Background: an optimization exercise with open tools, aiming at small area. Do not read the settings as production practice. Function was checked by simulation only, so behaviour that the tests miss may differ from the original. The clock port is modelled as an ideal driver; clocking choices that lean on that would not hold on a real chip. Power is estimated from default activity; no workload was simulated.

Design mcm_chip, start of the top module:
module mcm_chip (
	input  logic                               clk,
	input  logic                               rst_n_i,
	input  logic                               spi_clk_i,
	input  logic                               spi_scsn_i,
	input  logic                               spi_mosi_i,
	output logic                               spi_miso_o,
	input  logic [2*4-1:0]        quad_i,
	input  logic [3*4-1:0]        limit_i,
	output logic [4-1:0]          intrpt_o
);
	mcm_top i_mcm_top (
		.clk        (clk),
		.rst_n_i    (rst_n_i),
		.spi_clk_i  (spi_clk_i),
		.spi_scsn_i (spi_scsn_i),
		.spi_mosi_i (spi_mosi_i),
		.spi_miso_o (spi_miso_o),
		.quad_i     (quad_i),
		.limit_i    (limit_i),
		.intrpt_o   (intrpt_o)
	);
endmodule
For scale: about 30 I/O pins.
clock: 5.0 ns
lec_check: 0
cap_margin: 0
core_margin: 2
core_utilization: 72
hold_slack_margin: 0
slew_margin: 0
synth_hierarchical: 1
standard.sh (not shown) runs the stock make flow with config.mk's settings and CLKGATE_MAP_FILE= SYNTH_SCRIPT=/design/flow/synth_recipe.tcl, a recipe that flattens the netlist after the stock synthesis.
==> flow/flow/run.sh <==
#!/bin/bash
# Standard layout with three changes: small port buffers, no CTS dummy
# loads, and a power (area) recovery pass after CTS. make's output goes to
# standard.log; each ORFS step keeps its own log under orfs/logs.
set -euo pipefail
here=$(pwd)
export BUFFER_PORTS_ARGS="-buffer_cell sky130_fd_sc_hd__buf_1"
export CTS_ARGS="-sink_clustering_enable -repair_clock_nets -dont_use_dummy_load -buf_list sky130_fd_sc_hd__clkbuf_4 -sink_clustering_size 10 -sink_clustering_max_diameter 40"
export POST_CTS_TCL="$here/flow/post_cts.tcl"
export RECOVER_POWER=100
export POST_GLOBAL_ROUTE_TCL="$here/flow/post_grt.tcl"
bash standard.sh > standard.log 2>&1
==> flow/flow/post_cts.tcl <==
# after CTS and its timing repair: size down cells that have slack to spare
puts "post_cts: recovering area on paths with slack"
estimate_parasitics -placement
repair_timing -recover_power 100 -verbose
detailed_placement
check_placement -verbose
report_design_area
==> flow/flow/post_grt.tcl <==
# after global route and its power recovery: repair any slew or
# capacitance the downsizing broke, then route the changed nets again
puts "post_grt: repair design after power recovery"
global_route -start_incremental
estimate_parasitics -global_routing
repair_design -verbose
detailed_placement
global_route -end_incremental
check_placement -verbose
estimate_parasitics -global_routing
report_design_area
==> next run, changes <==
--- a/flow/design.v
+++ b/flow/design.v
@@ -212,26 +212,34 @@
 			reply_c2_q <= 1'b0;
 		end
 		else if (req)
 		begin
 			reply_c4_q <= is_req_status;
 			reply_c2_q <= is_req_count;
 		end
 	end
-	always_ff @(posedge clk)
-	begin
-		if (req)
-		begin
-			reply_in_range_q   <= (addr[7:2] == 6'd0);
-			reply_addr_q       <= addr;
-			reply_data_q[2:0]  <= is_req_count ? count_sel_lo :
-				statuses[3*addr[1:0] +: 3];
-		end
+	logic [11:0] reply_small_load;
+	logic [11:0] reply_small_q;
+	logic [11:0] reply_small_d;
+	assign reply_small_load = {addr[7:2] == 6'd0, addr,
+		is_req_count ? count_sel_lo : statuses[3*addr[1:0] +: 3]};
+	for (genvar b = 0; b < 12; b++)
+	begin : g_reply_small
+		intrpt_mask_bit i_hold_bit (
+			.set_i     (req),
+			.set_bit_i (reply_small_load[b]),
+			.hold_i    (!req),
+			.q_i       (reply_small_q[b]),
+			.d_o       (reply_small_d[b])
+		);
 	end
+	always_ff @(posedge clk)
+		reply_small_q <= reply_small_d;
+	assign {reply_in_range_q, reply_addr_q, reply_data_q[2:0]} = reply_small_q;
 	logic [3:0]  slot_sel;
 	logic [3:0]  req_sel;
 	logic [2:0]  count_sel_lo;
 	logic [31:3] reply_data_d;
 	for (genvar s = 0; s < 4; s++)
 	begin : g_sel
 		assign slot_sel[s] = (addr[1:0] == 2'(s));
 		assign req_sel[s]  = req && slot_sel[s];
Result: Cell count increases by 0.46%; total power increases by 0.85%; critical path depth stays the same; worst hold slack gets better by 0.029 ns; wire length increases by 5.1%; flip-flop and latch count does not change; register-to-register slack gets better by 0.05 ns; setup slack gets better by 0.054 ns.

---

## main
mcm_chip, a different RTL version from the one above (not shown whole).
Size in the first run: roughly 1500 cells after synthesis, ~0.014 sq mm of cells after synthesis.
Settings: LEC_CHECK=0, CAP_MARGIN=0, CORE_MARGIN=2, CORE_UTILIZATION=60, HOLD_SLACK_MARGIN=0, SLEW_MARGIN=0, SYNTH_HIERARCHICAL=1; clock period 5.0 ns.
==> flow/flow/run.sh <==
#!/bin/bash
# Standard layout with three changes: small port buffers, no CTS dummy
# loads, and a power (area) recovery pass after CTS. make's output goes to
# standard.log; each ORFS step keeps its own log under orfs/logs.
set -euo pipefail
here=$(pwd)
export BUFFER_PORTS_ARGS="-buffer_cell sky130_fd_sc_hd__buf_1"
export CTS_ARGS="-sink_clustering_enable -repair_clock_nets -dont_use_dummy_load -buf_list sky130_fd_sc_hd__clkbuf_4 -sink_clustering_size 10 -sink_clustering_max_diameter 40"
export POST_CTS_TCL="$here/flow/post_cts.tcl"
bash standard.sh > standard.log 2>&1
Scripts as last shown in full above: flow/flow/post_cts.tcl
Edits applied to the flow inputs when going from main to the feature branch:
-- flow/design.v --
<<< main, line 311
			spi_miso_o <= tx_valid & tx_bit;
	end
	logic        cnt_live_q;
	logic [31:0] cnt_data;
	always_ff @(posedge clk or negedge rst_n_i)
	begin
		if (!rst_n_i)
			cnt_live_q <= 1'b0;
		else
			cnt_live_q <= 1'b1;
	end
	assign cnt_data = data & {32{cnt_live_q}};
	for (genvar s = 0; s < 4; s++)
	begin : g_slot
>>> the feature branch, line 311
			spi_miso_o <= tx_valid & tx_bit;
	end
	for (genvar s = 0; s < 4; s++)
	begin : g_slot
<<< main, line 335
		logic        lo_all;
		logic        load;
		assign load = (slot_hit[s] && is_set_count) || !cnt_live_q;
		always_comb
		begin
>>> the feature branch, line 325
		logic        lo_all;
		logic        load;
		assign load = slot_hit[s] && is_set_count;
		always_comb
		begin
<<< main, line 376
				.up_i   (step_up),
				.load_i (load),
				.d_i    (cnt_data[i]),
				.d_o    (count_d[i]),
				.x_o    (x[i]),
>>> the feature branch, line 366
				.up_i   (step_up),
				.load_i (load),
				.d_i    (data[i]),
				.d_o    (count_d[i]),
				.x_o    (x[i]),
<<< main, line 386
				.up_i   (step_up),
				.load_i (load),
				.d_i    (cnt_data[i+1]),
				.d_o    (count_d[i+1]),
				.x_n_o  (x_n),
>>> the feature branch, line 376
				.up_i   (step_up),
				.load_i (load),
				.d_i    (data[i+1]),
				.d_o    (count_d[i+1]),
				.x_n_o  (x_n),
<<< main, line 397
			end
		end
		always_ff @(posedge clk)
			count_q <= count_d;
		assign counts[32*s +: 32] = count_q;
		logic [2:0] l_meta_q;
>>> the feature branch, line 387
			end
		end
		always_ff @(posedge clk or negedge rst_n_i)
		begin
			if (!rst_n_i)
				count_q <= '0;
			else
				count_q <= count_d;
		end
		assign counts[32*s +: 32] = count_q;
		logic [2:0] l_meta_q;
--- outcome ---
- The feature branch finished end to end and its layout was clean on timing, DRC and antenna.
- Re cell count: main was higher than the feature branch.
- The total non-filler cell area in the finished layout in the feature branch was higher than what main gave.
- Compared to main, the number of flip-flops in the feature branch is lower.
- Any difference in clock latency at the later pin of the worst-skew pair between the feature branch and main is small enough to ignore.
- Number of vias per cell ended up about 0.6% higher on the feature branch than on main.
- The feature branch ends up with a setup slack that is 0.054 ns higher than in main.
- Number of vias in the routed layout | the feature branch below main

separate check: timing with driven ports:
The results above use ideal ports. As a check the final layouts listed here were re-extracted and re-timed, cells and wires unchanged. Step 1, drivers: a clkbuf_16 drives clk and a buf_2 each remaining input, both assumed. Step 2 times the ports against the registers' clock, not the clock port: input delays grow and output delays shrink by t, the midpoint of the rising clock arrivals with the driver on. a / b / c = no drivers / after step 1 / after step 2; a / b = the first two.
run	shift t [ns]	setup WS [ns]	worst register clock-pin slew, ns
the first run of note 1	0.683	0.464 / 0.464 / 0.464	0.11 / 0.11
the second run of note 1	0.683	0.518 / 0.518 / 0.518	0.11 / 0.11
main	0.688	0.511 / 0.511 / 0.511	0.11 / 0.11
the feature branch	0.678	0.565 / 0.565 / 0.565	0.10 / 0.10
After both steps setup and hold are still met in every run listed.
